Source: an optimization exercise on an open RTL-to-GDS flow (aim: small area, a short achievable clock period and few clock cycles per item). Production flows keep margins and buffers that such runs may drop. Function was checked by simulation only, so behaviour that the tests miss may differ from the original. No activity file was given, so power comes from the tool's default toggle rates.

## flow/constraint.sdc

```tcl
create_clock -name core_clock -period 8.5 [get_ports {clk}]
set_input_delay 1.7000 -clock core_clock [delete_from_list [all_inputs] [get_ports {clk}]]
set_output_delay 1.7000 -clock core_clock [all_outputs]
set_load 0.01 [all_outputs]
```

## flow/config.mk

```make
export PLATFORM = sky130hd
export DESIGN_NAME = matvec3
export DESIGN_NICKNAME = matvec3
export VERILOG_FILES = /design/flow/design.v
export SDC_FILE = /design/flow/constraint.sdc
export NUM_CORES = 4
export LEC_CHECK = 0
export CAP_MARGIN = 20
export CORE_MARGIN = 2
export CORE_UTILIZATION = 40
export SLEW_MARGIN = 20
```

## flow/design.v

```verilog
package matvec_dims_pkg;
    localparam int MAT_DIM   = 3;
    localparam int MAT_WORDS = MAT_DIM * MAT_DIM;
    localparam int JOB_WORDS = MAT_WORDS + MAT_DIM;    
    localparam int SAMPLE_W = 14;
    localparam int ACC_W    = 2 * SAMPLE_W;            
    typedef logic signed [SAMPLE_W-1:0] sample_t;
    typedef logic signed [ACC_W-1:0] acc_t;
    typedef logic [3:0] w_addr_t;                      
    typedef logic [1:0] x_addr_t;                      
    typedef logic [3:0] load_count_t;
endpackage
package matvec_ctrl_pkg;
    typedef enum logic [1:0] {
        LOAD    = 2'd0,
        ISSUE   = 2'd1,
        DRAIN   = 2'd2,
        PRESENT = 2'd3
    } seq_state_t;
    localparam int READ_LATENCY = 1;
endpackage
`timescale 1ns/1ps
module mac_unit (
    input  logic [13:0] a,        
    input  logic [6:0]  one,      
    input  logic [6:0]  two,      
    input  logic [6:0]  neg,      
    input  logic        v,        
    input  logic [27:0] acc_s,    
    input  logic [27:0] acc_c,
    output logic [27:0] s,        
    output logic [27:0] c
);
    logic pp0_0;
    logic pp0_1;
    logic pp0_2;
    logic pp0_3;
    logic pp0_4;
    logic pp0_5;
    logic pp0_6;
    logic pp0_7;
    logic pp0_8;
    logic pp0_9;
    logic pp0_10;
    logic pp0_11;
    logic pp0_12;
    logic pp0_13;
    logic pp0_14;
    logic pp1_0;
    logic pp1_1;
    logic pp1_2;
    logic pp1_3;
    logic pp1_4;
    logic pp1_5;
    logic pp1_6;
    logic pp1_7;
    logic pp1_8;
    logic pp1_9;
    logic pp1_10;
    logic pp1_11;
    logic pp1_12;
    logic pp1_13;
    logic pp1_14;
    logic pp2_0;
    logic pp2_1;
    logic pp2_2;
    logic pp2_3;
    logic pp2_4;
    logic pp2_5;
    logic pp2_6;
    logic pp2_7;
    logic pp2_8;
    logic pp2_9;
    logic pp2_10;
    logic pp2_11;
    logic pp2_12;
    logic pp2_13;
    logic pp2_14;
    logic pp3_0;
    logic pp3_1;
    logic pp3_2;
    logic pp3_3;
    logic pp3_4;
    logic pp3_5;
    logic pp3_6;
    logic pp3_7;
    logic pp3_8;
    logic pp3_9;
    logic pp3_10;
    logic pp3_11;
    logic pp3_12;
    logic pp3_13;
    logic pp3_14;
    logic pp4_0;
    logic pp4_1;
    logic pp4_2;
    logic pp4_3;
    logic pp4_4;
    logic pp4_5;
    logic pp4_6;
    logic pp4_7;
    logic pp4_8;
    logic pp4_9;
    logic pp4_10;
    logic pp4_11;
    logic pp4_12;
    logic pp4_13;
    logic pp4_14;
    logic pp5_0;
    logic pp5_1;
    logic pp5_2;
    logic pp5_3;
    logic pp5_4;
    logic pp5_5;
    logic pp5_6;
    logic pp5_7;
    logic pp5_8;
    logic pp5_9;
    logic pp5_10;
    logic pp5_11;
    logic pp5_12;
    logic pp5_13;
    logic pp5_14;
    logic pp6_0;
    logic pp6_1;
    logic pp6_2;
    logic pp6_3;
    logic pp6_4;
    logic pp6_5;
    logic pp6_6;
    logic pp6_7;
    logic pp6_8;
    logic pp6_9;
    logic pp6_10;
    logic pp6_11;
    logic pp6_12;
    logic pp6_13;
    logic pp6_14;
    logic hs0;
    logic hc0;
    logic hs1;
    logic hc1;
    logic hs2;
    logic hc2;
    logic hs3;
    logic hc3;
    logic hs4;
    logic hc4;
    logic fs5;
    logic fc5;
    logic hs6;
    logic hc6;
    logic fs7;
    logic fc7;
    logic hs8;
    logic hc8;
    logic fs9;
    logic fc9;
    logic fs10;
    logic fc10;
    logic hs11;
    logic hc11;
    logic fs12;
    logic fc12;
    logic fs13;
    logic fc13;
    logic hs14;
    logic hc14;
    logic fs15;
    logic fc15;
    logic fs16;
    logic fc16;
    logic fs17;
    logic fc17;
    logic fs18;
    logic fc18;
    logic fs19;
    logic fc19;
    logic fs20;
    logic fc20;
    logic fs21;
    logic fc21;
    logic fs22;
    logic fc22;
    logic fs23;
    logic fc23;
    logic fs24;
    logic fc24;
    logic fs25;
    logic fc25;
    logic fs26;
    logic fc26;
    logic fs27;
    logic fc27;
    logic fs28;
    logic fc28;
    logic hs29;
    logic hc29;
    logic fs30;
    logic fc30;
    logic fs31;
    logic fc31;
    logic fs32;
    logic fc32;
    logic hs33;
    logic hc33;
    logic fs34;
    logic fc34;
    logic hs35;
    logic hc35;
    logic hs36;
    logic hc36;
    logic hs37;
    logic hc37;
    logic fs38;
    logic fc38;
    logic hs39;
    logic hc39;
    logic fs40;
    logic fc40;
    logic hs41;
    logic hc41;
    logic fs42;
    logic fc42;
    logic fs43;
    logic fc43;
    logic fs44;
    logic fc44;
    logic fs45;
    logic fc45;
    logic fs46;
    logic fc46;
    logic fs47;
    logic fc47;
    logic fs48;
    logic fc48;
    logic fs49;
    logic fc49;
    logic fs50;
    logic fc50;
    logic fs51;
    logic fc51;
    logic fs52;
    logic fc52;
    logic fs53;
    logic fc53;
    logic fs54;
    logic fc54;
    logic fs55;
    logic fc55;
    logic fs56;
    logic fc56;
    logic fs57;
    logic fc57;
    logic fs58;
    logic fc58;
    logic fs59;
    logic fc59;
    logic fs60;
    logic fc60;
    logic fs61;
    logic fc61;
    logic fs62;
    logic fc62;
    logic fs63;
    logic fc63;
    logic fs64;
    logic fc64;
    logic fs65;
    logic fc65;
    logic fs66;
    logic fc66;
    logic fs67;
    logic fc67;
    logic fs68;
    logic fc68;
    logic fs69;
    logic fc69;
    logic fs70;
    logic fc70;
    logic fs71;
    logic fc71;
    logic fs72;
    logic fc72;
    logic fs73;
    logic fc73;
    logic fs74;
    logic fc74;
    logic hs75;
    logic hc75;
    logic fs76;
    logic fc76;
    logic hs77;
    logic hc77;
    logic hs78;
    logic hc78;
    logic hs79;
    logic hc79;
    logic fs80;
    logic fc80;
    logic fs81;
    logic fc81;
    logic fs82;
    logic fc82;
    logic fs83;
    logic fc83;
    logic fs84;
    logic fc84;
    logic fs85;
    logic fc85;
    logic fs86;
    logic fc86;
    logic fs87;
    logic fc87;
    logic fs88;
    logic fc88;
    logic fs89;
    logic fc89;
    logic fs90;
    logic fc90;
    logic fs91;
    logic fc91;
    logic fs92;
    logic fc92;
    logic fs93;
    logic fc93;
    logic fs94;
    logic fc94;
    logic fs95;
    logic fc95;
    logic fs96;
    logic fc96;
    logic fs97;
    logic fc97;
    logic fs98;
    logic fc98;
    logic fs99;
    logic fc99;
    logic fs100;
    logic fc100;
    logic fs101;
    logic fc101;
    logic fs102;
    logic fc102;
    logic fs103;
    logic fc103;
    logic hs104;
    logic hc104;
    logic hs105;
    logic hc105;
    logic fs106;
    logic fc106;
    logic fs107;
    logic fc107;
    logic fs108;
    logic fc108;
    logic fs109;
    logic fc109;
    logic fs110;
    logic fc110;
    logic fs111;
    logic fc111;
    logic fs112;
    logic fc112;
    logic fs113;
    logic fc113;
    logic fs114;
    logic fc114;
    logic fs115;
    logic fc115;
    logic fs116;
    logic fc116;
    logic fs117;
    logic fc117;
    logic fs118;
    logic fc118;
    logic fs119;
    logic fc119;
    logic fs120;
    logic fc120;
    logic fs121;
    logic fc121;
    logic fs122;
    logic fc122;
    logic fs123;
    logic fc123;
    logic fs124;
    logic fc124;
    logic fs125;
    logic fc125;
    logic fs126;
    logic fc126;
    logic fs127;
    logic fc127;
    logic fs128;
    logic fc128;
    logic fs129;
    logic fc129;
    logic fs130;
    logic fc130;
    logic fs131;
    logic fc131;
    logic fs132;
    logic fc132;
    assign pp0_0 = neg[0] ^ ((one[0] & a[0]) | (two[0] & 1'b0));
    assign pp0_1 = neg[0] ^ ((one[0] & a[1]) | (two[0] & a[0]));
    assign pp0_2 = neg[0] ^ ((one[0] & a[2]) | (two[0] & a[1]));
    assign pp0_3 = neg[0] ^ ((one[0] & a[3]) | (two[0] & a[2]));
    assign pp0_4 = neg[0] ^ ((one[0] & a[4]) | (two[0] & a[3]));
    assign pp0_5 = neg[0] ^ ((one[0] & a[5]) | (two[0] & a[4]));
    assign pp0_6 = neg[0] ^ ((one[0] & a[6]) | (two[0] & a[5]));
    assign pp0_7 = neg[0] ^ ((one[0] & a[7]) | (two[0] & a[6]));
    assign pp0_8 = neg[0] ^ ((one[0] & a[8]) | (two[0] & a[7]));
    assign pp0_9 = neg[0] ^ ((one[0] & a[9]) | (two[0] & a[8]));
    assign pp0_10 = neg[0] ^ ((one[0] & a[10]) | (two[0] & a[9]));
    assign pp0_11 = neg[0] ^ ((one[0] & a[11]) | (two[0] & a[10]));
    assign pp0_12 = neg[0] ^ ((one[0] & a[12]) | (two[0] & a[11]));
    assign pp0_13 = neg[0] ^ ((one[0] & a[13]) | (two[0] & a[12]));
    assign pp0_14 = v & ~(neg[0] ^ ((one[0] & a[13]) | (two[0] & a[13])));    
    assign pp1_0 = neg[1] ^ ((one[1] & a[0]) | (two[1] & 1'b0));
    assign pp1_1 = neg[1] ^ ((one[1] & a[1]) | (two[1] & a[0]));
    assign pp1_2 = neg[1] ^ ((one[1] & a[2]) | (two[1] & a[1]));
    assign pp1_3 = neg[1] ^ ((one[1] & a[3]) | (two[1] & a[2]));
    assign pp1_4 = neg[1] ^ ((one[1] & a[4]) | (two[1] & a[3]));
    assign pp1_5 = neg[1] ^ ((one[1] & a[5]) | (two[1] & a[4]));
    assign pp1_6 = neg[1] ^ ((one[1] & a[6]) | (two[1] & a[5]));
    assign pp1_7 = neg[1] ^ ((one[1] & a[7]) | (two[1] & a[6]));
    assign pp1_8 = neg[1] ^ ((one[1] & a[8]) | (two[1] & a[7]));
    assign pp1_9 = neg[1] ^ ((one[1] & a[9]) | (two[1] & a[8]));
    assign pp1_10 = neg[1] ^ ((one[1] & a[10]) | (two[1] & a[9]));
    assign pp1_11 = neg[1] ^ ((one[1] & a[11]) | (two[1] & a[10]));
    assign pp1_12 = neg[1] ^ ((one[1] & a[12]) | (two[1] & a[11]));
    assign pp1_13 = neg[1] ^ ((one[1] & a[13]) | (two[1] & a[12]));
    assign pp1_14 = v & ~(neg[1] ^ ((one[1] & a[13]) | (two[1] & a[13])));    
    assign pp2_0 = neg[2] ^ ((one[2] & a[0]) | (two[2] & 1'b0));
    assign pp2_1 = neg[2] ^ ((one[2] & a[1]) | (two[2] & a[0]));
    assign pp2_2 = neg[2] ^ ((one[2] & a[2]) | (two[2] & a[1]));
    assign pp2_3 = neg[2] ^ ((one[2] & a[3]) | (two[2] & a[2]));
    assign pp2_4 = neg[2] ^ ((one[2] & a[4]) | (two[2] & a[3]));
    assign pp2_5 = neg[2] ^ ((one[2] & a[5]) | (two[2] & a[4]));
    assign pp2_6 = neg[2] ^ ((one[2] & a[6]) | (two[2] & a[5]));
    assign pp2_7 = neg[2] ^ ((one[2] & a[7]) | (two[2] & a[6]));
    assign pp2_8 = neg[2] ^ ((one[2] & a[8]) | (two[2] & a[7]));
    assign pp2_9 = neg[2] ^ ((one[2] & a[9]) | (two[2] & a[8]));
    assign pp2_10 = neg[2] ^ ((one[2] & a[10]) | (two[2] & a[9]));
    assign pp2_11 = neg[2] ^ ((one[2] & a[11]) | (two[2] & a[10]));
    assign pp2_12 = neg[2] ^ ((one[2] & a[12]) | (two[2] & a[11]));
    assign pp2_13 = neg[2] ^ ((one[2] & a[13]) | (two[2] & a[12]));
    assign pp2_14 = v & ~(neg[2] ^ ((one[2] & a[13]) | (two[2] & a[13])));    
    assign pp3_0 = neg[3] ^ ((one[3] & a[0]) | (two[3] & 1'b0));
    assign pp3_1 = neg[3] ^ ((one[3] & a[1]) | (two[3] & a[0]));
    assign pp3_2 = neg[3] ^ ((one[3] & a[2]) | (two[3] & a[1]));
    assign pp3_3 = neg[3] ^ ((one[3] & a[3]) | (two[3] & a[2]));
    assign pp3_4 = neg[3] ^ ((one[3] & a[4]) | (two[3] & a[3]));
    assign pp3_5 = neg[3] ^ ((one[3] & a[5]) | (two[3] & a[4]));
    assign pp3_6 = neg[3] ^ ((one[3] & a[6]) | (two[3] & a[5]));
    assign pp3_7 = neg[3] ^ ((one[3] & a[7]) | (two[3] & a[6]));
    assign pp3_8 = neg[3] ^ ((one[3] & a[8]) | (two[3] & a[7]));
    assign pp3_9 = neg[3] ^ ((one[3] & a[9]) | (two[3] & a[8]));
    assign pp3_10 = neg[3] ^ ((one[3] & a[10]) | (two[3] & a[9]));
    assign pp3_11 = neg[3] ^ ((one[3] & a[11]) | (two[3] & a[10]));
    assign pp3_12 = neg[3] ^ ((one[3] & a[12]) | (two[3] & a[11]));
    assign pp3_13 = neg[3] ^ ((one[3] & a[13]) | (two[3] & a[12]));
    assign pp3_14 = v & ~(neg[3] ^ ((one[3] & a[13]) | (two[3] & a[13])));    
    assign pp4_0 = neg[4] ^ ((one[4] & a[0]) | (two[4] & 1'b0));
    assign pp4_1 = neg[4] ^ ((one[4] & a[1]) | (two[4] & a[0]));
    assign pp4_2 = neg[4] ^ ((one[4] & a[2]) | (two[4] & a[1]));
    assign pp4_3 = neg[4] ^ ((one[4] & a[3]) | (two[4] & a[2]));
    assign pp4_4 = neg[4] ^ ((one[4] & a[4]) | (two[4] & a[3]));
    assign pp4_5 = neg[4] ^ ((one[4] & a[5]) | (two[4] & a[4]));
    assign pp4_6 = neg[4] ^ ((one[4] & a[6]) | (two[4] & a[5]));
    assign pp4_7 = neg[4] ^ ((one[4] & a[7]) | (two[4] & a[6]));
    assign pp4_8 = neg[4] ^ ((one[4] & a[8]) | (two[4] & a[7]));
    assign pp4_9 = neg[4] ^ ((one[4] & a[9]) | (two[4] & a[8]));
    assign pp4_10 = neg[4] ^ ((one[4] & a[10]) | (two[4] & a[9]));
    assign pp4_11 = neg[4] ^ ((one[4] & a[11]) | (two[4] & a[10]));
    assign pp4_12 = neg[4] ^ ((one[4] & a[12]) | (two[4] & a[11]));
    assign pp4_13 = neg[4] ^ ((one[4] & a[13]) | (two[4] & a[12]));
    assign pp4_14 = v & ~(neg[4] ^ ((one[4] & a[13]) | (two[4] & a[13])));    
    assign pp5_0 = neg[5] ^ ((one[5] & a[0]) | (two[5] & 1'b0));
    assign pp5_1 = neg[5] ^ ((one[5] & a[1]) | (two[5] & a[0]));
    assign pp5_2 = neg[5] ^ ((one[5] & a[2]) | (two[5] & a[1]));
    assign pp5_3 = neg[5] ^ ((one[5] & a[3]) | (two[5] & a[2]));
    assign pp5_4 = neg[5] ^ ((one[5] & a[4]) | (two[5] & a[3]));
    assign pp5_5 = neg[5] ^ ((one[5] & a[5]) | (two[5] & a[4]));
    assign pp5_6 = neg[5] ^ ((one[5] & a[6]) | (two[5] & a[5]));
    assign pp5_7 = neg[5] ^ ((one[5] & a[7]) | (two[5] & a[6]));
    assign pp5_8 = neg[5] ^ ((one[5] & a[8]) | (two[5] & a[7]));
    assign pp5_9 = neg[5] ^ ((one[5] & a[9]) | (two[5] & a[8]));
    assign pp5_10 = neg[5] ^ ((one[5] & a[10]) | (two[5] & a[9]));
    assign pp5_11 = neg[5] ^ ((one[5] & a[11]) | (two[5] & a[10]));
    assign pp5_12 = neg[5] ^ ((one[5] & a[12]) | (two[5] & a[11]));
    assign pp5_13 = neg[5] ^ ((one[5] & a[13]) | (two[5] & a[12]));
    assign pp5_14 = v & ~(neg[5] ^ ((one[5] & a[13]) | (two[5] & a[13])));    
    assign pp6_0 = neg[6] ^ ((one[6] & a[0]) | (two[6] & 1'b0));
    assign pp6_1 = neg[6] ^ ((one[6] & a[1]) | (two[6] & a[0]));
    assign pp6_2 = neg[6] ^ ((one[6] & a[2]) | (two[6] & a[1]));
    assign pp6_3 = neg[6] ^ ((one[6] & a[3]) | (two[6] & a[2]));
    assign pp6_4 = neg[6] ^ ((one[6] & a[4]) | (two[6] & a[3]));
    assign pp6_5 = neg[6] ^ ((one[6] & a[5]) | (two[6] & a[4]));
    assign pp6_6 = neg[6] ^ ((one[6] & a[6]) | (two[6] & a[5]));
    assign pp6_7 = neg[6] ^ ((one[6] & a[7]) | (two[6] & a[6]));
    assign pp6_8 = neg[6] ^ ((one[6] & a[8]) | (two[6] & a[7]));
    assign pp6_9 = neg[6] ^ ((one[6] & a[9]) | (two[6] & a[8]));
    assign pp6_10 = neg[6] ^ ((one[6] & a[10]) | (two[6] & a[9]));
    assign pp6_11 = neg[6] ^ ((one[6] & a[11]) | (two[6] & a[10]));
    assign pp6_12 = neg[6] ^ ((one[6] & a[12]) | (two[6] & a[11]));
    assign pp6_13 = neg[6] ^ ((one[6] & a[13]) | (two[6] & a[12]));
    assign pp6_14 = v & ~(neg[6] ^ ((one[6] & a[13]) | (two[6] & a[13])));    
    assign hs0 = neg[6] ^ acc_c[12];
    assign hc0 = neg[6] & acc_c[12];
    assign hs1 = acc_c[13] ^ acc_s[13];
    assign hc1 = acc_c[13] & acc_s[13];
    assign hs2 = acc_c[14] ^ acc_s[14];
    assign hc2 = acc_c[14] & acc_s[14];
    assign hs3 = neg[3] ^ acc_c[6];
    assign hc3 = neg[3] & acc_c[6];
    assign hs4 = acc_c[7] ^ acc_s[7];
    assign hc4 = acc_c[7] & acc_s[7];
    assign fs5 = neg[4] ^ acc_c[8] ^ acc_s[8];
    assign fc5 = (neg[4] & acc_c[8]) | (neg[4] & acc_s[8]) | (acc_c[8] & acc_s[8]);
    assign hs6 = pp0_8 ^ pp1_6;
    assign hc6 = pp0_8 & pp1_6;
    assign fs7 = acc_c[9] ^ acc_s[9] ^ pp0_9;
    assign fc7 = (acc_c[9] & acc_s[9]) | (acc_c[9] & pp0_9) | (acc_s[9] & pp0_9);
    assign hs8 = pp1_7 ^ pp2_5;
    assign hc8 = pp1_7 & pp2_5;
    assign fs9 = neg[5] ^ acc_c[10] ^ acc_s[10];
    assign fc9 = (neg[5] & acc_c[10]) | (neg[5] & acc_s[10]) | (acc_c[10] & acc_s[10]);
    assign fs10 = pp0_10 ^ pp1_8 ^ pp2_6;
    assign fc10 = (pp0_10 & pp1_8) | (pp0_10 & pp2_6) | (pp1_8 & pp2_6);
    assign hs11 = pp3_4 ^ pp4_2;
    assign hc11 = pp3_4 & pp4_2;
    assign fs12 = acc_c[11] ^ acc_s[11] ^ pp0_11;
    assign fc12 = (acc_c[11] & acc_s[11]) | (acc_c[11] & pp0_11) | (acc_s[11] & pp0_11);
    assign fs13 = pp1_9 ^ pp2_7 ^ pp3_5;
    assign fc13 = (pp1_9 & pp2_7) | (pp1_9 & pp3_5) | (pp2_7 & pp3_5);
    assign hs14 = pp4_3 ^ pp5_1;
    assign hc14 = pp4_3 & pp5_1;
    assign fs15 = acc_s[12] ^ hs0 ^ pp0_12;
    assign fc15 = (acc_s[12] & hs0) | (acc_s[12] & pp0_12) | (hs0 & pp0_12);
    assign fs16 = pp1_10 ^ pp2_8 ^ pp3_6;
    assign fc16 = (pp1_10 & pp2_8) | (pp1_10 & pp3_6) | (pp2_8 & pp3_6);
    assign fs17 = pp4_4 ^ pp5_2 ^ pp6_0;
    assign fc17 = (pp4_4 & pp5_2) | (pp4_4 & pp6_0) | (pp5_2 & pp6_0);
    assign fs18 = hc0 ^ hs1 ^ pp0_13;
    assign fc18 = (hc0 & hs1) | (hc0 & pp0_13) | (hs1 & pp0_13);
    assign fs19 = pp1_11 ^ pp2_9 ^ pp3_7;
    assign fc19 = (pp1_11 & pp2_9) | (pp1_11 & pp3_7) | (pp2_9 & pp3_7);
    assign fs20 = pp4_5 ^ pp5_3 ^ pp6_1;
    assign fc20 = (pp4_5 & pp5_3) | (pp4_5 & pp6_1) | (pp5_3 & pp6_1);
    assign fs21 = hc1 ^ hs2 ^ pp0_14;
    assign fc21 = (hc1 & hs2) | (hc1 & pp0_14) | (hs2 & pp0_14);
    assign fs22 = pp1_12 ^ pp2_10 ^ pp3_8;
    assign fc22 = (pp1_12 & pp2_10) | (pp1_12 & pp3_8) | (pp2_10 & pp3_8);
    assign fs23 = pp4_6 ^ pp5_4 ^ pp6_2;
    assign fc23 = (pp4_6 & pp5_4) | (pp4_6 & pp6_2) | (pp5_4 & pp6_2);
    assign fs24 = acc_c[15] ^ acc_s[15] ^ hc2;
    assign fc24 = (acc_c[15] & acc_s[15]) | (acc_c[15] & hc2) | (acc_s[15] & hc2);
    assign fs25 = pp1_13 ^ pp2_11 ^ pp3_9;
    assign fc25 = (pp1_13 & pp2_11) | (pp1_13 & pp3_9) | (pp2_11 & pp3_9);
    assign fs26 = pp4_7 ^ pp5_5 ^ pp6_3;
    assign fc26 = (pp4_7 & pp5_5) | (pp4_7 & pp6_3) | (pp5_5 & pp6_3);
    assign fs27 = acc_c[16] ^ acc_s[16] ^ pp1_14;
    assign fc27 = (acc_c[16] & acc_s[16]) | (acc_c[16] & pp1_14) | (acc_s[16] & pp1_14);
    assign fs28 = pp2_12 ^ pp3_10 ^ pp4_8;
    assign fc28 = (pp2_12 & pp3_10) | (pp2_12 & pp4_8) | (pp3_10 & pp4_8);
    assign hs29 = pp5_6 ^ pp6_4;
    assign hc29 = pp5_6 & pp6_4;
    assign fs30 = acc_c[17] ^ acc_s[17] ^ pp2_13;
    assign fc30 = (acc_c[17] & acc_s[17]) | (acc_c[17] & pp2_13) | (acc_s[17] & pp2_13);
    assign fs31 = pp3_11 ^ pp4_9 ^ pp5_7;
    assign fc31 = (pp3_11 & pp4_9) | (pp3_11 & pp5_7) | (pp4_9 & pp5_7);
    assign fs32 = acc_c[18] ^ acc_s[18] ^ pp2_14;
    assign fc32 = (acc_c[18] & acc_s[18]) | (acc_c[18] & pp2_14) | (acc_s[18] & pp2_14);
    assign hs33 = pp3_12 ^ pp4_10;
    assign hc33 = pp3_12 & pp4_10;
    assign fs34 = acc_c[19] ^ acc_s[19] ^ pp3_13;
    assign fc34 = (acc_c[19] & acc_s[19]) | (acc_c[19] & pp3_13) | (acc_s[19] & pp3_13);
    assign hs35 = acc_c[20] ^ acc_s[20];
    assign hc35 = acc_c[20] & acc_s[20];
    assign hs36 = neg[1] ^ acc_c[2];
    assign hc36 = neg[1] & acc_c[2];
    assign hs37 = acc_c[3] ^ acc_s[3];
    assign hc37 = acc_c[3] & acc_s[3];
    assign fs38 = neg[2] ^ acc_c[4] ^ acc_s[4];
    assign fc38 = (neg[2] & acc_c[4]) | (neg[2] & acc_s[4]) | (acc_c[4] & acc_s[4]);
    assign hs39 = pp0_4 ^ pp1_2;
    assign hc39 = pp0_4 & pp1_2;
    assign fs40 = acc_c[5] ^ acc_s[5] ^ pp0_5;
    assign fc40 = (acc_c[5] & acc_s[5]) | (acc_c[5] & pp0_5) | (acc_s[5] & pp0_5);
    assign hs41 = pp1_3 ^ pp2_1;
    assign hc41 = pp1_3 & pp2_1;
    assign fs42 = acc_s[6] ^ hs3 ^ pp0_6;
    assign fc42 = (acc_s[6] & hs3) | (acc_s[6] & pp0_6) | (hs3 & pp0_6);
    assign fs43 = pp1_4 ^ pp2_2 ^ pp3_0;
    assign fc43 = (pp1_4 & pp2_2) | (pp1_4 & pp3_0) | (pp2_2 & pp3_0);
    assign fs44 = hc3 ^ hs4 ^ pp0_7;
    assign fc44 = (hc3 & hs4) | (hc3 & pp0_7) | (hs4 & pp0_7);
    assign fs45 = pp1_5 ^ pp2_3 ^ pp3_1;
    assign fc45 = (pp1_5 & pp2_3) | (pp1_5 & pp3_1) | (pp2_3 & pp3_1);
    assign fs46 = hc4 ^ pp2_4 ^ pp3_2;
    assign fc46 = (hc4 & pp2_4) | (hc4 & pp3_2) | (pp2_4 & pp3_2);
    assign fs47 = pp4_0 ^ fs5 ^ hs6;
    assign fc47 = (pp4_0 & fs5) | (pp4_0 & hs6) | (fs5 & hs6);
    assign fs48 = pp3_3 ^ pp4_1 ^ fc5;
    assign fc48 = (pp3_3 & pp4_1) | (pp3_3 & fc5) | (pp4_1 & fc5);
    assign fs49 = hc6 ^ hs8 ^ fs7;
    assign fc49 = (hc6 & hs8) | (hc6 & fs7) | (hs8 & fs7);
    assign fs50 = pp5_0 ^ fs9 ^ hc8;
    assign fc50 = (pp5_0 & fs9) | (pp5_0 & hc8) | (fs9 & hc8);
    assign fs51 = hs11 ^ fc7 ^ fs10;
    assign fc51 = (hs11 & fc7) | (hs11 & fs10) | (fc7 & fs10);
    assign fs52 = fc9 ^ hc11 ^ hs14;
    assign fc52 = (fc9 & hc11) | (fc9 & hs14) | (hc11 & hs14);
    assign fs53 = fc10 ^ fs12 ^ fs13;
    assign fc53 = (fc10 & fs12) | (fc10 & fs13) | (fs12 & fs13);
    assign fs54 = hc14 ^ fc12 ^ fc13;
    assign fc54 = (hc14 & fc12) | (hc14 & fc13) | (fc12 & fc13);
    assign fs55 = fs15 ^ fs16 ^ fs17;
    assign fc55 = (fs15 & fs16) | (fs15 & fs17) | (fs16 & fs17);
    assign fs56 = fc15 ^ fc16 ^ fc17;
    assign fc56 = (fc15 & fc16) | (fc15 & fc17) | (fc16 & fc17);
    assign fs57 = fs18 ^ fs19 ^ fs20;
    assign fc57 = (fs18 & fs19) | (fs18 & fs20) | (fs19 & fs20);
    assign fs58 = fc18 ^ fc19 ^ fc20;
    assign fc58 = (fc18 & fc19) | (fc18 & fc20) | (fc19 & fc20);
    assign fs59 = fs21 ^ fs22 ^ fs23;
    assign fc59 = (fs21 & fs22) | (fs21 & fs23) | (fs22 & fs23);
    assign fs60 = fc21 ^ fc22 ^ fc23;
    assign fc60 = (fc21 & fc22) | (fc21 & fc23) | (fc22 & fc23);
    assign fs61 = fs24 ^ fs25 ^ fs26;
    assign fc61 = (fs24 & fs25) | (fs24 & fs26) | (fs25 & fs26);
    assign fs62 = hs29 ^ fc24 ^ fc25;
    assign fc62 = (hs29 & fc24) | (hs29 & fc25) | (fc24 & fc25);
    assign fs63 = fc26 ^ fs27 ^ fs28;
    assign fc63 = (fc26 & fs27) | (fc26 & fs28) | (fs27 & fs28);
    assign fs64 = pp6_5 ^ hc29 ^ fc27;
    assign fc64 = (pp6_5 & hc29) | (pp6_5 & fc27) | (hc29 & fc27);
    assign fs65 = fc28 ^ fs30 ^ fs31;
    assign fc65 = (fc28 & fs30) | (fc28 & fs31) | (fs30 & fs31);
    assign fs66 = pp5_8 ^ pp6_6 ^ hs33;
    assign fc66 = (pp5_8 & pp6_6) | (pp5_8 & hs33) | (pp6_6 & hs33);
    assign fs67 = fc30 ^ fc31 ^ fs32;
    assign fc67 = (fc30 & fc31) | (fc30 & fs32) | (fc31 & fs32);
    assign fs68 = pp4_11 ^ pp5_9 ^ pp6_7;
    assign fc68 = (pp4_11 & pp5_9) | (pp4_11 & pp6_7) | (pp5_9 & pp6_7);
    assign fs69 = hc33 ^ fc32 ^ fs34;
    assign fc69 = (hc33 & fc32) | (hc33 & fs34) | (fc32 & fs34);
    assign fs70 = hs35 ^ pp3_14 ^ pp4_12;
    assign fc70 = (hs35 & pp3_14) | (hs35 & pp4_12) | (pp3_14 & pp4_12);
    assign fs71 = pp5_10 ^ pp6_8 ^ fc34;
    assign fc71 = (pp5_10 & pp6_8) | (pp5_10 & fc34) | (pp6_8 & fc34);
    assign fs72 = acc_c[21] ^ acc_s[21] ^ hc35;
    assign fc72 = (acc_c[21] & acc_s[21]) | (acc_c[21] & hc35) | (acc_s[21] & hc35);
    assign fs73 = pp4_13 ^ pp5_11 ^ pp6_9;
    assign fc73 = (pp4_13 & pp5_11) | (pp4_13 & pp6_9) | (pp5_11 & pp6_9);
    assign fs74 = acc_c[22] ^ acc_s[22] ^ pp4_14;
    assign fc74 = (acc_c[22] & acc_s[22]) | (acc_c[22] & pp4_14) | (acc_s[22] & pp4_14);
    assign hs75 = pp5_12 ^ pp6_10;
    assign hc75 = pp5_12 & pp6_10;
    assign fs76 = acc_c[23] ^ acc_s[23] ^ pp5_13;
    assign fc76 = (acc_c[23] & acc_s[23]) | (acc_c[23] & pp5_13) | (acc_s[23] & pp5_13);
    assign hs77 = acc_c[24] ^ acc_s[24];
    assign hc77 = acc_c[24] & acc_s[24];
    assign hs78 = neg[0] ^ acc_c[0];
    assign hc78 = neg[0] & acc_c[0];
    assign hs79 = acc_c[1] ^ acc_s[1];
    assign hc79 = acc_c[1] & acc_s[1];
    assign fs80 = acc_s[2] ^ hs36 ^ pp0_2;
    assign fc80 = (acc_s[2] & hs36) | (acc_s[2] & pp0_2) | (hs36 & pp0_2);
    assign fs81 = hc36 ^ hs37 ^ pp0_3;
    assign fc81 = (hc36 & hs37) | (hc36 & pp0_3) | (hs37 & pp0_3);
    assign fs82 = hc37 ^ pp2_0 ^ fs38;
    assign fc82 = (hc37 & pp2_0) | (hc37 & fs38) | (pp2_0 & fs38);
    assign fs83 = fc38 ^ hc39 ^ hs41;
    assign fc83 = (fc38 & hc39) | (fc38 & hs41) | (hc39 & hs41);
    assign fs84 = hc41 ^ fc40 ^ fs42;
    assign fc84 = (hc41 & fc40) | (hc41 & fs42) | (fc40 & fs42);
    assign fs85 = fc42 ^ fc43 ^ fs44;
    assign fc85 = (fc42 & fc43) | (fc42 & fs44) | (fc43 & fs44);
    assign fs86 = fc44 ^ fc45 ^ fs46;
    assign fc86 = (fc44 & fc45) | (fc44 & fs46) | (fc45 & fs46);
    assign fs87 = fc46 ^ fs48 ^ fc47;
    assign fc87 = (fc46 & fs48) | (fc46 & fc47) | (fs48 & fc47);
    assign fs88 = fc48 ^ fs50 ^ fc49;
    assign fc88 = (fc48 & fs50) | (fc48 & fc49) | (fs50 & fc49);
    assign fs89 = fc50 ^ fs52 ^ fc51;
    assign fc89 = (fc50 & fs52) | (fc50 & fc51) | (fs52 & fc51);
    assign fs90 = fc52 ^ fc53 ^ fs54;
    assign fc90 = (fc52 & fc53) | (fc52 & fs54) | (fc53 & fs54);
    assign fs91 = fc54 ^ fc55 ^ fs56;
    assign fc91 = (fc54 & fc55) | (fc54 & fs56) | (fc55 & fs56);
    assign fs92 = fc56 ^ fc57 ^ fs58;
    assign fc92 = (fc56 & fc57) | (fc56 & fs58) | (fc57 & fs58);
    assign fs93 = fc58 ^ fc59 ^ fs60;
    assign fc93 = (fc58 & fc59) | (fc58 & fs60) | (fc59 & fs60);
    assign fs94 = fc60 ^ fc61 ^ fs62;
    assign fc94 = (fc60 & fc61) | (fc60 & fs62) | (fc61 & fs62);
    assign fs95 = fc62 ^ fc63 ^ fs64;
    assign fc95 = (fc62 & fc63) | (fc62 & fs64) | (fc63 & fs64);
    assign fs96 = fs66 ^ fc64 ^ fc65;
    assign fc96 = (fs66 & fc64) | (fs66 & fc65) | (fc64 & fc65);
    assign fs97 = fs68 ^ fc66 ^ fc67;
    assign fc97 = (fs68 & fc66) | (fs68 & fc67) | (fc66 & fc67);
    assign fs98 = fc68 ^ fs70 ^ fc69;
    assign fc98 = (fc68 & fs70) | (fc68 & fc69) | (fs70 & fc69);
    assign fs99 = fc70 ^ fs72 ^ fs73;
    assign fc99 = (fc70 & fs72) | (fc70 & fs73) | (fs72 & fs73);
    assign fs100 = hs75 ^ fc72 ^ fc73;
    assign fc100 = (hs75 & fc72) | (hs75 & fc73) | (fc72 & fc73);
    assign fs101 = pp6_11 ^ hc75 ^ fc74;
    assign fc101 = (pp6_11 & hc75) | (pp6_11 & fc74) | (hc75 & fc74);
    assign fs102 = hs77 ^ pp5_14 ^ pp6_12;
    assign fc102 = (hs77 & pp5_14) | (hs77 & pp6_12) | (pp5_14 & pp6_12);
    assign fs103 = acc_c[25] ^ acc_s[25] ^ hc77;
    assign fc103 = (acc_c[25] & acc_s[25]) | (acc_c[25] & hc77) | (acc_s[25] & hc77);
    assign hs104 = acc_c[26] ^ acc_s[26];
    assign hc104 = acc_c[26] & acc_s[26];
    assign hs105 = acc_s[0] ^ hs78;
    assign hc105 = acc_s[0] & hs78;
    assign fs106 = hc78 ^ hs79 ^ pp0_1;
    assign fc106 = (hc78 & hs79) | (hc78 & pp0_1) | (hs79 & pp0_1);
    assign fs107 = hc79 ^ pp1_0 ^ fs80;
    assign fc107 = (hc79 & pp1_0) | (hc79 & fs80) | (pp1_0 & fs80);
    assign fs108 = pp1_1 ^ fc80 ^ fs81;
    assign fc108 = (pp1_1 & fc80) | (pp1_1 & fs81) | (fc80 & fs81);
    assign fs109 = hs39 ^ fc81 ^ fs82;
    assign fc109 = (hs39 & fc81) | (hs39 & fs82) | (fc81 & fs82);
    assign fs110 = fs40 ^ fc82 ^ fs83;
    assign fc110 = (fs40 & fc82) | (fs40 & fs83) | (fc82 & fs83);
    assign fs111 = fs43 ^ fc83 ^ fs84;
    assign fc111 = (fs43 & fc83) | (fs43 & fs84) | (fc83 & fs84);
    assign fs112 = fs45 ^ fc84 ^ fs85;
    assign fc112 = (fs45 & fc84) | (fs45 & fs85) | (fc84 & fs85);
    assign fs113 = fs47 ^ fc85 ^ fs86;
    assign fc113 = (fs47 & fc85) | (fs47 & fs86) | (fc85 & fs86);
    assign fs114 = fc86 ^ fs49 ^ fs87;
    assign fc114 = (fc86 & fs49) | (fc86 & fs87) | (fs49 & fs87);
    assign fs115 = fs51 ^ fc87 ^ fs88;
    assign fc115 = (fs51 & fc87) | (fs51 & fs88) | (fc87 & fs88);
    assign fs116 = fs53 ^ fc88 ^ fs89;
    assign fc116 = (fs53 & fc88) | (fs53 & fs89) | (fc88 & fs89);
    assign fs117 = fs55 ^ fc89 ^ fs90;
    assign fc117 = (fs55 & fc89) | (fs55 & fs90) | (fc89 & fs90);
    assign fs118 = fs57 ^ fc90 ^ fs91;
    assign fc118 = (fs57 & fc90) | (fs57 & fs91) | (fc90 & fs91);
    assign fs119 = fs59 ^ fc91 ^ fs92;
    assign fc119 = (fs59 & fc91) | (fs59 & fs92) | (fc91 & fs92);
    assign fs120 = fs61 ^ fc92 ^ fs93;
    assign fc120 = (fs61 & fc92) | (fs61 & fs93) | (fc92 & fs93);
    assign fs121 = fs63 ^ fc93 ^ fs94;
    assign fc121 = (fs63 & fc93) | (fs63 & fs94) | (fc93 & fs94);
    assign fs122 = fs65 ^ fc94 ^ fs95;
    assign fc122 = (fs65 & fc94) | (fs65 & fs95) | (fc94 & fs95);
    assign fs123 = fs67 ^ fc95 ^ fs96;
    assign fc123 = (fs67 & fc95) | (fs67 & fs96) | (fc95 & fs96);
    assign fs124 = fs69 ^ fc96 ^ fs97;
    assign fc124 = (fs69 & fc96) | (fs69 & fs97) | (fc96 & fs97);
    assign fs125 = fs71 ^ fc97 ^ fs98;
    assign fc125 = (fs71 & fc97) | (fs71 & fs98) | (fc97 & fs98);
    assign fs126 = fc71 ^ fs99 ^ fc98;
    assign fc126 = (fc71 & fs99) | (fc71 & fc98) | (fs99 & fc98);
    assign fs127 = fs74 ^ fc99 ^ fs100;
    assign fc127 = (fs74 & fc99) | (fs74 & fs100) | (fc99 & fs100);
    assign fs128 = fs76 ^ fc100 ^ fs101;
    assign fc128 = (fs76 & fc100) | (fs76 & fs101) | (fc100 & fs101);
    assign fs129 = fc76 ^ fs102 ^ fc101;
    assign fc129 = (fc76 & fs102) | (fc76 & fc101) | (fs102 & fc101);
    assign fs130 = pp6_13 ^ fc102 ^ fs103;
    assign fc130 = (pp6_13 & fc102) | (pp6_13 & fs103) | (fc102 & fs103);
    assign fs131 = hs104 ^ pp6_14 ^ fc103;
    assign fc131 = (hs104 & pp6_14) | (hs104 & fc103) | (pp6_14 & fc103);
    assign fs132 = acc_c[27] ^ acc_s[27] ^ hc104;
    assign fc132 = (acc_c[27] & acc_s[27]) | (acc_c[27] & hc104) | (acc_s[27] & hc104);
    assign s[0] = pp0_0;
    assign c[0] = hs105;
    assign s[1] = hc105;
    assign c[1] = fs106;
    assign s[2] = fc106;
    assign c[2] = fs107;
    assign s[3] = fc107;
    assign c[3] = fs108;
    assign s[4] = fc108;
    assign c[4] = fs109;
    assign s[5] = fc109;
    assign c[5] = fs110;
    assign s[6] = fc110;
    assign c[6] = fs111;
    assign s[7] = fc111;
    assign c[7] = fs112;
    assign s[8] = fc112;
    assign c[8] = fs113;
    assign s[9] = fc113;
    assign c[9] = fs114;
    assign s[10] = fc114;
    assign c[10] = fs115;
    assign s[11] = fc115;
    assign c[11] = fs116;
    assign s[12] = fc116;
    assign c[12] = fs117;
    assign s[13] = fc117;
    assign c[13] = fs118;
    assign s[14] = fc118;
    assign c[14] = fs119;
    assign s[15] = fc119;
    assign c[15] = fs120;
    assign s[16] = fc120;
    assign c[16] = fs121;
    assign s[17] = fc121;
    assign c[17] = fs122;
    assign s[18] = fc122;
    assign c[18] = fs123;
    assign s[19] = fc123;
    assign c[19] = fs124;
    assign s[20] = fc124;
    assign c[20] = fs125;
    assign s[21] = fc125;
    assign c[21] = fs126;
    assign s[22] = fs127;
    assign c[22] = fc126;
    assign s[23] = fc127;
    assign c[23] = fs128;
    assign s[24] = fc128;
    assign c[24] = fs129;
    assign s[25] = fs130;
    assign c[25] = fc129;
    assign s[26] = fc130;
    assign c[26] = fs131;
    assign s[27] = fs132;
    assign c[27] = fc131;
endmodule
`timescale 1ns/1ps
module matvec3 (
    input  logic                     clk,
    input  logic                     reset,
    input  logic                     input_valid,
    output logic                     input_ready,
    input  matvec_dims_pkg::sample_t input_data,
    output logic                     output_valid,
    input  logic                     output_ready,
    output matvec_dims_pkg::acc_t    output_data
);
    typedef matvec_dims_pkg::sample_t sample_t;
    typedef matvec_dims_pkg::acc_t    acc_t;
    logic [3:0]  ph;
    sample_t     ring [0:11];
    logic [3:0]  lp;             
    logic        ahead;          
    logic [1:0]  cr, ck;         
    logic [3:0]  cp;             
    logic        due;            
    logic [2:0]  xv;             
    logic        ready_q;
    logic [6:0]  one_q, two_q, neg_q;    
    logic        m_v, m_first, m_last;
    acc_t        acc_s, acc_c;   
    acc_t        sum_s, sum_c;
    logic        acc_done;       
    acc_t        out_q;
    logic        out_v;
    logic        in_fire;
    logic        issue;
    logic        transfer;
    assign input_ready  = ready_q;
    assign output_valid = out_v;
    assign output_data  = out_q;
    assign in_fire  = input_valid && ready_q;
    assign transfer = acc_done && !out_v;
    assign issue = due && xv[ck] && ((ck != 2'd0) || !out_v);
    logic [3:0] ph_n;
    logic [1:0] cr_i, ck_i;
    logic [3:0] cp_i;
    logic       last_p;          
    logic [3:0] lp_inc;
    logic       due_i, due_ni;
    logic       rdy_f_i, rdy_f_ni, rdy_nf_i, rdy_nf_ni;
    function automatic logic slot_free(input logic ahd, input logic [3:0] w, input logic [3:0] c);
        if (!ahd)
            slot_free = 1'b1;
        else if (w < 4'd9)
            slot_free = (c > w);
        else
            slot_free = (c > w - 4'd3);
    endfunction
    always_comb begin
        ph_n   = (ph == 4'd11) ? 4'd0 : ph + 4'd1;
        last_p = (cp == 4'd8);
        cp_i   = last_p ? 4'd0 : cp + 4'd1;
        ck_i   = (ck == 2'd2) ? 2'd0 : ck + 2'd1;
        cr_i   = (ck != 2'd2) ? cr : ((cr == 2'd2) ? 2'd0 : cr + 2'd1);
        due_i  = !last_p;
        due_ni = (ph == ((cp >= 4'd3) ? cp - 4'd3 : cp + 4'd9));
        lp_inc = (lp == 4'd11) ? 4'd0 : lp + 4'd1;
        rdy_f_i   = slot_free((lp == 4'd11) ? 1'b1 : (last_p ? 1'b0 : ahead), lp_inc, cp_i);
        rdy_f_ni  = slot_free((lp == 4'd11) ? 1'b1 : ahead, lp_inc, cp);
        rdy_nf_i  = (ph_n == lp) && slot_free(last_p ? 1'b0 : ahead, lp, cp_i);
        rdy_nf_ni = (ph_n == lp) && slot_free(ahead, lp, cp);
    end
    always_ff @(posedge clk) begin
        if (reset) begin
            ph       <= 4'd0;
            lp       <= '0;
            ahead    <= 1'b0;
            cr       <= '0;
            ck       <= '0;
            cp       <= '0;
            due      <= 1'b0;
            xv       <= '0;
            ready_q  <= 1'b1;
            m_v      <= 1'b0;
            acc_done <= 1'b0;
            out_v    <= 1'b0;
        end else begin
            ph <= ph_n;
            if (in_fire) begin
                lp <= lp_inc;
                ready_q <= issue ? rdy_f_i : rdy_f_ni;
            end else begin
                ready_q <= issue ? rdy_nf_i : rdy_nf_ni;
            end
            if (in_fire && lp == 4'd11)
                ahead <= 1'b1;
            else if (issue && last_p)
                ahead <= 1'b0;
            if (issue) begin
                cr <= cr_i;
                ck <= ck_i;
                cp <= cp_i;
            end
            due <= issue ? due_i : due_ni;
            for (int k = 0; k < 3; k++) begin
                if (in_fire && ph == 4'(9 + k))
                    xv[k] <= 1'b1;
                else if (issue && cr == 2'd2 && ck == 2'(k))
                    xv[k] <= 1'b0;
            end
            m_v <= issue;
            if (m_v && m_last)
                acc_done <= 1'b1;
            else if (transfer)
                acc_done <= 1'b0;
            if (transfer)
                out_v <= 1'b1;
            else if (output_ready)
                out_v <= 1'b0;
        end
    end
    sample_t    x_op;
    logic [6:0] x_lo;            
    always_comb begin
        case (cr)
            2'd0:    x_op = ring[0];
            2'd1:    x_op = ring[3];
            default: x_op = ring[6];
        endcase
    end
    assign x_lo = {x_op[11], x_op[9], x_op[7], x_op[5], x_op[3], x_op[1], 1'b0};
    always_ff @(posedge clk) begin
        ring[0] <= in_fire ? input_data : ring[11];
        for (int i = 1; i < 12; i++)
            ring[i] <= ring[i-1];
        for (int i = 0; i < 7; i++) begin
            one_q[i] <= issue && (x_op[2*i] ^ x_lo[i]);
            two_q[i] <= issue && ((x_op[2*i+1] && !x_op[2*i] && !x_lo[i]) ||
                                  (!x_op[2*i+1] && x_op[2*i] && x_lo[i]));
            neg_q[i] <= issue && x_op[2*i+1];
        end
        m_first <= issue && (ck == 2'd0);
        m_last  <= issue && (ck == 2'd2);
        acc_s <= sum_s;
        acc_c <= sum_c;
        if (transfer)
            out_q <= acc_s + acc_c;
    end
    mac_unit mac_unit_i (
        .a     (ring[10]),
        .one   (one_q),
        .two   (two_q),
        .neg   (neg_q),
        .v     (m_v),
        .acc_s (m_first ? acc_t'(28'h0004000) : acc_s),
        .acc_c (m_first ? acc_t'(0) : acc_c),
        .s     (sum_s),
        .c     (sum_c)
    );
endmodule
```

## flow/run.sh

```bash
#!/bin/bash
# synth_recipe.tcl (not shown) runs the flow's synth.tcl, then flattens the netlist and writes it again
# the make line also repeats each setting of config.mk as NAME=value (left out here)
make -C /OpenROAD-flow-scripts/flow DESIGN_CONFIG=/design/flow/config.mk WORK_HOME=/design/flow/orfs CLKGATE_MAP_FILE= SYNTH_SCRIPT=/design/flow/synth_recipe.tcl finish
```

==> results.txt, run 1 <==
- The flow ran to the end and the layout has no timing, DRC or antenna violations.
- The fraction of synthesized area in multiplexers is 0.0206.
- The worst path buffer plus inverter count is 1.
- The xor-xnor portion of the synthesized cell area is 0.0863.
- After detailed routing, the average wire length per cell comes to 15.8 um.
- The number of hold-slack violations in the final timing report is 0.
- The number of pins with negative max-slew slack in the final report is 0.
- For the finished layout, the period the worst path requires is 3.42 ns.
- Headroom to the max-slew limit came out at 0.310.
- After detailed placement, the design holds a cell count of 1825.
- Among cell families on the critical path, the largest total delay comes from buffers and inverters.
- The power density over the cells is 188 mW/mm^2.
- The area growth from synthesis to layout is 12.4%.
- Yosys attributes the largest share of cell area to sky130_fd_sc_hd__dfxtp_1, sky130_fd_sc_hd__fa_1, sky130_fd_sc_hd__ha_1.
- The worst-case IR drop observed on VDD is 0.131 mV.
- The remaining routing DRC violations is 0.
- The most used flip-flop cell after synthesis is sky130_fd_sc_hd__dfxtp_1.
- For this run, the slowest stage of the critical path takes 0.63 ns.
- During placement, the flow inserted port buffers numbering 47.
- The clock reaches the later pin of the worst-skew pair after 0.55 ns.
- The aggregate global-route resource usage is 0.158.
- Synthesis produced a netlist with a net count of 1590.
- For this run, the post-layout net count is 1606.
- The share of layout cells above drive strength 1 is 0.0594.
- In the global route stage, met2 resource usage came out at 0.250.
- The largest family of logic cells by synthesized area is adder cells.
- At the end of routability-driven placement, the weighted congestion stood at 0.843.
- The first global-routing pass estimated 49.7 mm of wire.
- The completed layout was analyzed and its total power is 0.00315 W.
- The total die area is 0.0388 sq mm.
- The number of flops mapped to enable cells by yosys is 28.
- The floorplan step set the die width to 197 um.
- After synthesis the netlist holds a flip-flop and latch count of 300.
- The post-synthesis instance area is 0.0149 sq mm.
- The number of non-filler instances in the completed layout is 1881.
- The highest clock rate is 292 MHz.
- For this design, the CTS-stage hold fixing added 0 buffers.
- Across the run, the number of max-cap violations was 0.
- After detailed routing, the total wire length is 29.8 mm.
- The distinct cell type count of the synthesized netlist is 57.
- The total clock sinks is 300.
- Traced cell by cell, the critical path runs through clkdlybuf4s50_1.
- The dominant cell type by area after synthesis is sky130_fd_sc_hd__dfxtp_1.
- The total CTS buffers is 30.
- The worst-case clock buffer depth is 3.
- Setup repair after global routing left no endpoint under its margin.
- Once the clock tree was built, the resizer swapped 0 gates to a different size.
- The most frequent cell after synthesis is sky130_fd_sc_hd__dfxtp_1.
- After routing the design area is 0.0168 sq mm.
- The die is 197 um tall.
- The number of antenna diodes in the final layout is 0.
- The clock-pin slew on the worst setup and hold paths is 0.06 ns.
- By count the netlist is led by sky130_fd_sc_hd__dfxtp_1, sky130_fd_sc_hd__inv_1, sky130_fd_sc_hd__fa_1, sky130_fd_sc_hd__a22oi_1, sky130_fd_sc_hd__xnor2_1.
- The most used routing layer in global routing is met2.
- Summed over all failing endpoints, the final setup total negative slack is 0 ns.
- For this run, global-route usage on met1 was measured as 0.226.
- The worst setup path is captured at an output pin.
- The critical path is of the register to output pin type.
- The number of buffers added for setup after CTS is 0.
- Of the total synthesized cell area, the portion taken by AND, OR, NAND and NOR gates is 0.0842.
- Among all stages on the critical path, the largest delay is contributed by sky130_fd_sc_hd__clkdlybuf4s50_1.
- The pin count of the biggest net entering global routing is 56.
- Averaged over all synthesized cells, the footprint is 10.9 sq um.
- In this run the clock root is driven by a sky130_fd_sc_hd__clkbuf_16.
- The required arrival time at the worst endpoint is 6.80 ns.
- The detailed-router iteration count before antenna repair is 7.
- The number of placement rows is 70.
- Summing all placed instances gives a cell area of 0.0157 sq mm.
- The HPWL reported at the end of detailed placement is 21.7 mm.
- The number of global-route vias before repair is 9609.
- The post-synthesis cell count is 1373.
- On the final layout, the worst clock skew is 0.0147 ns.
- The initial utilization of the core area, before any placement, comes to 0.406.
- The sequential cell area fraction in the yosys report is 0.422.
- Of the total synthesized cell area, the portion taken by full adders, half adders and majority gates is 0.224.
- In the global route stage, met3 resource usage came out at 0.0232.
- The total global routing overflow is 0.
- The routed layout has 9393 vias.
- TritonCTS built the clock tree.
- The static power due to leakage is 6.91 nW.
- Data on the critical path arrives at its endpoint at 1.72 ns.
- In this run the count of I/O pins placed on the die edge is 48.
- For this block, the initial DRC count from the detailed router was 591.
- The initial antenna violation count is 0.
- The largest driver fanout on the critical path is 6.
- Setup violations remaining at the end of the flow were counted as 0.
- The portion of synthesized cell area occupied by the leading cell type is 0.365.
- After synthesis, the share of flip-flops with an asynchronous set or reset is 0.
- The Yosys step of the flow raised 3 warnings.
- The complex-gate fraction of the synthesized area is 0.115.
- The pin slew with the least headroom to its limit is 1.03 ns.
- CTS built an H-tree with a depth of 1.
- The number of nets with antenna violations after detailed routing is 0.
- The detailed-route vias per instance is 4.99.
- The tightest min-delay check is of the register to register type.
- The final critical-path share of the clock period is 0.403.
- STA classifies the critical path startpoint as a register.
- The core region area is 0.0367 sq mm.
sequential cells by signal, summed over array words and instances (netlist names), 4 cells and up:
| name | cells |
|---|---|
| acc_c | 28 |
| ring | 168 |
| lp | 4 |
| cp | 4 |
| out_q | 28 |
| two_q | 7 |
| acc_s | 28 |
| neg_q | 7 |
| one_q | 7 |
| ph | 4 |
logic make-up (layout without fill, tap and decap cells):
family	count (synthesis)	count (layout)
DFF	300	300
and+or+nand+nor	249	249
muxes	29	29
AOI/OAI and AO/OA	258	258
buffers and inverters	189	229
adders and majority gates	201	201
xor gates and xnor gates	147	147
placed cells by master, fill, tap and decap left out, types with 7 or more instances in the layout:
master                            netlist  layout
sky130_fd_sc_hd__clkbuf_16              0      34
sky130_fd_sc_hd__nor3_1                11      11
sky130_fd_sc_hd__a21o_1                 9       9
sky130_fd_sc_hd__xor2_1                55      55
sky130_fd_sc_hd__mux2_2                14      14
sky130_fd_sc_hd__clkbuf_1              55       7
sky130_fd_sc_hd__clkdlybuf4s50_1        0      47
sky130_fd_sc_hd__edfxtp_1              28      28
sky130_fd_sc_hd__nor2_1                71      71
sky130_fd_sc_hd__a22oi_1               93      93
sky130_fd_sc_hd__a31oi_1                7       7
sky130_fd_sc_hd__and2_1                 7       7
sky130_fd_sc_hd__xnor2_1               92      92
sky130_fd_sc_hd__a21oi_1               71      71
sky130_fd_sc_hd__fa_1                 111     111
sky130_fd_sc_hd__ha_1                  88      88
sky130_fd_sc_hd__dfxtp_1              272     272
sky130_fd_sc_hd__nand2b_1              18      18
sky130_fd_sc_hd__inv_1                122     122
sky130_fd_sc_hd__nand2_1               53      53
sky130_fd_sc_hd__nand3_1                8       8
sky130_fd_sc_hd__mux2i_1               15      15
sky130_fd_sc_hd__o21ai_0               36      36
sky130_fd_sc_hd__o21a_1                 7       7
sky130_fd_sc_hd__nor2b_1               54      53
metal layers:
metal,part of all wire,up-vias
met1,0.49,4507
met2,0.44,213
li1,-,4616
met3,0.044,57
met5,0,-
met4,0.024,0
worst paths after layout:
path	start	end	cells past startpoint	slack (ns)
setup / recovery	out_v$_SDFFE_PP0P_	output_valid	1	5.08
hold / removal	ring[9][6]$_DFF_P_	ring[10][6]$_DFF_P_	0	0.31
setup reg to reg	neg_q[6]$_DFF_P_	acc_c[13]$_DFF_P_	7	5.10
hold reg to reg	ring[9][6]$_DFF_P_	ring[10][6]$_DFF_P_	0	0.31
power by group:
part | internal, W | leakage (nW) | total [W] | switching [W]
Sequential | 0.00156 | 2.53 | 0.00166 | 0.0000995
Combinational | 0.0000794 | 3.89 | 0.000165 | 0.0000851
Clock | 0.000782 | 0.500 | 0.00132 | 0.000541
Total | 0.00242 | 6.91 | 0.00315 | 0.000726
metrics by stage:
step | setup slack (ns) | util | hold WS [ns]
global route | 4.89 | 0.457 | 0.325
CTS | 5.04 | 0.457 | 0.313
global placement | 4.69 | 0.429 | 0.310
detailed placement | 4.65 | 0.429 | 0.312
finish | 5.08 | 0.457 | 0.312
floorplan | 5.22 | - | 0.310
cell type report:
type | instances | area (sq um)
well taps | 468 | 586
repair buffers | 50 | 493
flip-flops and latches | 300 | 6290
fillers | 3402 | 19900
clock inverters | 12 | 100
clock buffers | 44 | 918
inverters | 123 | 462
multi-input cells | 884 | 7920
Testbench counts, summed over its fixed seeds: cycles 4,688, jobs 384.
==> run 2: changes to the inputs <==
--- a/flow/config.mk
+++ b/flow/config.mk
@@ -7,5 +7,7 @@
 export LEC_CHECK = 0
 export CAP_MARGIN = 20
 export CORE_MARGIN = 2
-export CORE_UTILIZATION = 40
+export CORE_UTILIZATION = 60
+export CTS_CLUSTER_SIZE = 60
+export SETUP_SLACK_MARGIN = 5
 export SLEW_MARGIN = 20
==> run 2 against run 1 <==
Compared with the run above: total power grew 1.0%; synthesized area unchanged; critical path depth increased by 6; count of clock-buffer cells in the layout is 4 lower; synthesized cell count did not move; die area decreased by 33%; global-route usage rose by 7.4 points.
==> results.txt, run 2 <==
- The first global-routing pass estimated 48.7 mm of wire.
- For this run, the post-layout net count is 1607.
- The pin slew with the least headroom to its limit is 1.01 ns.
- Setup repair after global routing left no endpoint under its margin.
- The count of hold buffers inserted by post-cts repair is 0.
- After layout, the minimum clock period comes to 3.37 ns.
- The critical path endpoint category is a register.
- The aggregate global-route resource usage is 0.232.
- The floorplan step defined a die boundary enclosing 0.0261 sq mm.
- The launch point of the critical path is neg_q[0]$_DFF_P_.
- The distinct cell type count of the synthesized netlist is 57.
- The post-detailed-routing wire length is 29.1 mm.
- The area growth from synthesis to layout is 11.4%.
- The violation count after the first detailed-route iteration is 585.
- In this run the worst path has a maximum fanout of 16.
- The core region area is 0.0244 sq mm.
- The worst setup path category is register to register.
- The number of flops mapped to enable cells by yosys is 28.
- The post-synthesis instance area is 0.0149 sq mm.
- The remaining routing DRC violations is 0.
- No sink is reached through more buffers than the 3 on the longest clock path.
- Of all flip-flops after synthesis, the portion carrying an async set or reset was 0.
- The initial antenna violation count is 0.
- The most common cell in the synthesized netlist is sky130_fd_sc_hd__dfxtp_1.
- The dominant cell type by area after synthesis is sky130_fd_sc_hd__dfxtp_1.
- The aggregate negative setup slack is 0 ns.
- The synthesized netlist net count is 1590.
- The share of synthesized area in the top cell type comes to 0.365.
- The count of pins on the block boundary is 48.
- For this run, the share of the core covered by cells in the final layout is 0.681.
- The number of pins with negative max-slew slack in the final report is 0.
- The share of layout cells above drive strength 1 is 0.0624.
- The total clock sinks is 300.
- The sequential cell area fraction in the yosys report is 0.422.
- The number of nets with antenna violations after detailed routing is 0.
- More flip-flops sit in one register than any other, and that register is ring.
- The worst hold path begins at ring[8][3]$_DFF_P_.
- The filler cells instantiated in the layout total 1882.
- The number of cells on the worst hold path is 0.
- The depth of the worst register-to-register path is 7.
- The max-capacitance violation count is 0.
- The clock tree root buffer cell is sky130_fd_sc_hd__clkbuf_16.
- The power density over the cells is 191 mW/mm^2.
- The total inserted antenna cells is 0.
- The data arrival at the endpoint of the critical path is 3.81 ns.
- The worst-case register-to-register setup slack is 5.13 ns.
- The design draws 0.00318 W.
- The most frequent standard cell in the layout excluding fill and tap cells is sky130_fd_sc_hd__dfxtp_1.
- The most used flip-flop cell after synthesis is sky130_fd_sc_hd__dfxtp_1.
- The number of H-tree levels is 1.
- The met3 layer usage reported by global route is 0.0352.
- For this run, the top clock speed supported by timing is 297 MHz.
- The synthesized design contains 300 register bits.
- Dividing the final minimum period by the clock period gives 0.397.
- The number of hold-slack violations in the final timing report was 0.
- The clock-pin slew on the worst setup and hold paths is 0.06 ns.
- The peak ir drop on the vdd network is 0.178 mV.
- Counting every instance in the synthesized netlist gives 1373.
- The weighted congestion at the end of routability-driven global placement is 0.829.
- Post-CTS timing repair inserted 0 buffers for setup.
- On the final layout, the worst clock skew is 0.0139 ns.
- The per-cell routed wire length is 16.8 um.
- Port buffering added 47 buffers.
- After synthesis, the mean cell area works out to 10.9 sq um.
- The fraction of met2 tracks used by global routing is 0.367.
- The run finished with no timing, DRC or antenna violations.
- The met1 global-route usage is 0.333.
- The number of global-route vias before repair is 9449.
- After routing the design area is 0.0166 sq mm.
- The Yosys warning count is 3.
- The startpoint identified for the worst register-to-register timing path is neg_q[0]$_DFF_P_.
- The number of gates resized after CTS is 0.
- In the layout the commonest cells are sky130_fd_sc_hd__dfxtp_1, sky130_fd_sc_hd__inv_1, sky130_fd_sc_hd__fa_1.
- After global routing the overflow that remains totals 0.
- The die boundary width is 162 um.
- By count the netlist is led by sky130_fd_sc_hd__dfxtp_1, sky130_fd_sc_hd__inv_1, sky130_fd_sc_hd__fa_1, sky130_fd_sc_hd__a22oi_1, sky130_fd_sc_hd__xnor2_1.
- met2 is the most crowded layer.
- The number of flip-flops in the largest register is 168.
- The clock network latency to the later pin of the worst-skew pair is 0.56 ns.
- TritonCTS created 29 clock buffers.
- The relative slew slack is 0.325.
- The worst hold slack is 0.317 ns.
- Detailed placement ended at an HPWL of 21.1 mm.
- For this run, the detailed router's first-pass iteration total came to 5.
- Yosys attributes the largest share of cell area to sky130_fd_sc_hd__dfxtp_1, sky130_fd_sc_hd__fa_1, sky130_fd_sc_hd__ha_1.
- The routed via count is 9349.
- After floorplanning, the core was divided into 57 placement rows.
- The endpoint of the worst register-to-register path is acc_c[15]$_DFF_P_.
- The kind of path behind the tightest hold check is register to register.
- The initial utilization of the core area, before any placement, comes to 0.611.
- The count of endpoints failing setup in the final report is 0.
- The kind of start point of the critical path is a register.
- After detailed routing, the number of vias per cell comes to 5.39.
- The overall die height is 162 um.
- The pin count of the biggest net entering global routing is 56.
- The clock tree from TritonCTS is done.
- The required arrival time at the worst endpoint is 8.94 ns.
- The path with the worst hold slack has its endpoint at ring[9][3]$_DFF_P_.
- The static power due to leakage is 6.94 nW.
- Once placement finished, the instance area stood at 0.0156 sq mm.
run 2: cell counts after synthesis:
Identical to the previous run, type by type.
run 2: cell type report:
cell class / count / area (sq um) / share of cell area
Clock buffer: 40 / 870 / 0.0524
Inverter: 123 / 462 / 0.0278
Clock inverter: 11 / 158 / 0.00949
Timing Repair Buffer: 52 / 512 / 0.0308
Tap cell: 324 / 405 / 0.0244
Multi-Input combinational cell: 884 / 7910 / 0.476
Sequential cell: 300 / 6290 / 0.379
run 2: power breakdown:
part / leakage (nW) / switching (W) / internal [W]
logic: 3.90 / 0.0000880 / 0.0000797
registers: 2.53 / 0.0000999 / 0.00156
clock network: 0.510 / 0.000543 / 0.000809
run 2: worst max-delay path by stage:
stage	endpoint	depth (start not counted)	slack, ns
after global placement	ready_q$_SDFF_PP1_	7	4.77
after detailed placement	ready_q$_SDFF_PP1_	7	4.73
after global routing	acc_c[17]$_DFF_P_	8	5.01
after floorplan	acc_c[17]$_DFF_P_	9	5.22
final	acc_c[15]$_DFF_P_	7	5.13
after CTS	acc_c[13]$_DFF_P_	7	5.06
run 2: kinds of logic (layout without fill, tap and decap cells):
kind of cell,count (synthesis),count (layout),share of synthesized area
and+or+nand+nor,249,249,0.0842
muxes,29,29,0.0206
xor gates and xnor gates,147,147,0.0863
buffers and inverters,189,226,0.0482
AOI/OAI and AO/OA,258,258,0.115
DFF,300,300,0.422
adders and majority gates,201,201,0.224
run 2: layer usage:
layer	share of wire	vias to the layer above	routed length, um
met4	0.027	0	790
met5	0	-	0
met3	0.048	48	1390
met1	0.48	4477	13900
li1	-	4602	-
met2	0.45	222	13000
run 2: critical path: stages (launching register included):
cell                      delay (ns)
sky130_fd_sc_hd__dfxtp_1        0.96
sky130_fd_sc_hd__xor2_1         0.22
sky130_fd_sc_hd__nand2_1        0.10
sky130_fd_sc_hd__fa_1           0.50
sky130_fd_sc_hd__fa_1           0.48
sky130_fd_sc_hd__fa_1           0.51
sky130_fd_sc_hd__inv_1          0.05
sky130_fd_sc_hd__fa_1           0.42
run 2: stage by stage:
step / setup slack [ns] / std cells
5_1_grt: 5.01 / 1734
3_5_place_dp: 4.73 / 1683
6_report: 5.13 / 1734
4_1_cts: 5.06 / 1734
2_1_floorplan: 5.22 / 1373
3_3_place_gp: 4.77 / 1683

==> separate check: timing with driven ports <==
No port has a modelled driver above. Below, the same layouts with a new extraction and two added sets of constraints. Step 1: set_driving_cell puts a clkbuf_16 on clk and a buf_2 on each other input, an assumption about the parent block. Step 2 adds t to the input delays and takes it off the output delays; t is the mean of the earliest and latest rising clock arrival at the registers after step 1. Input paths then give back, and output paths get back, about the clock's delay inside the block. Slacks: ideal / step 1 / step 2; pairs: ideal / step 1.
run | shift t [ns] | setup slack, ns | worst setup path at the end | slew at the worst register clock pin (ns) | worst slew at a driven data input, ns
run 1 | 0.591 | 5.078 / 5.029 / 4.698 | input to register | 0.06 / 0.06 | 0.04
run 2 | 0.606 | 5.129 / 5.129 / 4.737 | input to register | 0.07 / 0.07 | 0.04
After both steps setup and hold are still met in every run listed. The setup slack of run 2, which loses most, moves by 0.000 ns with the drivers and by -0.392 ns with both steps.
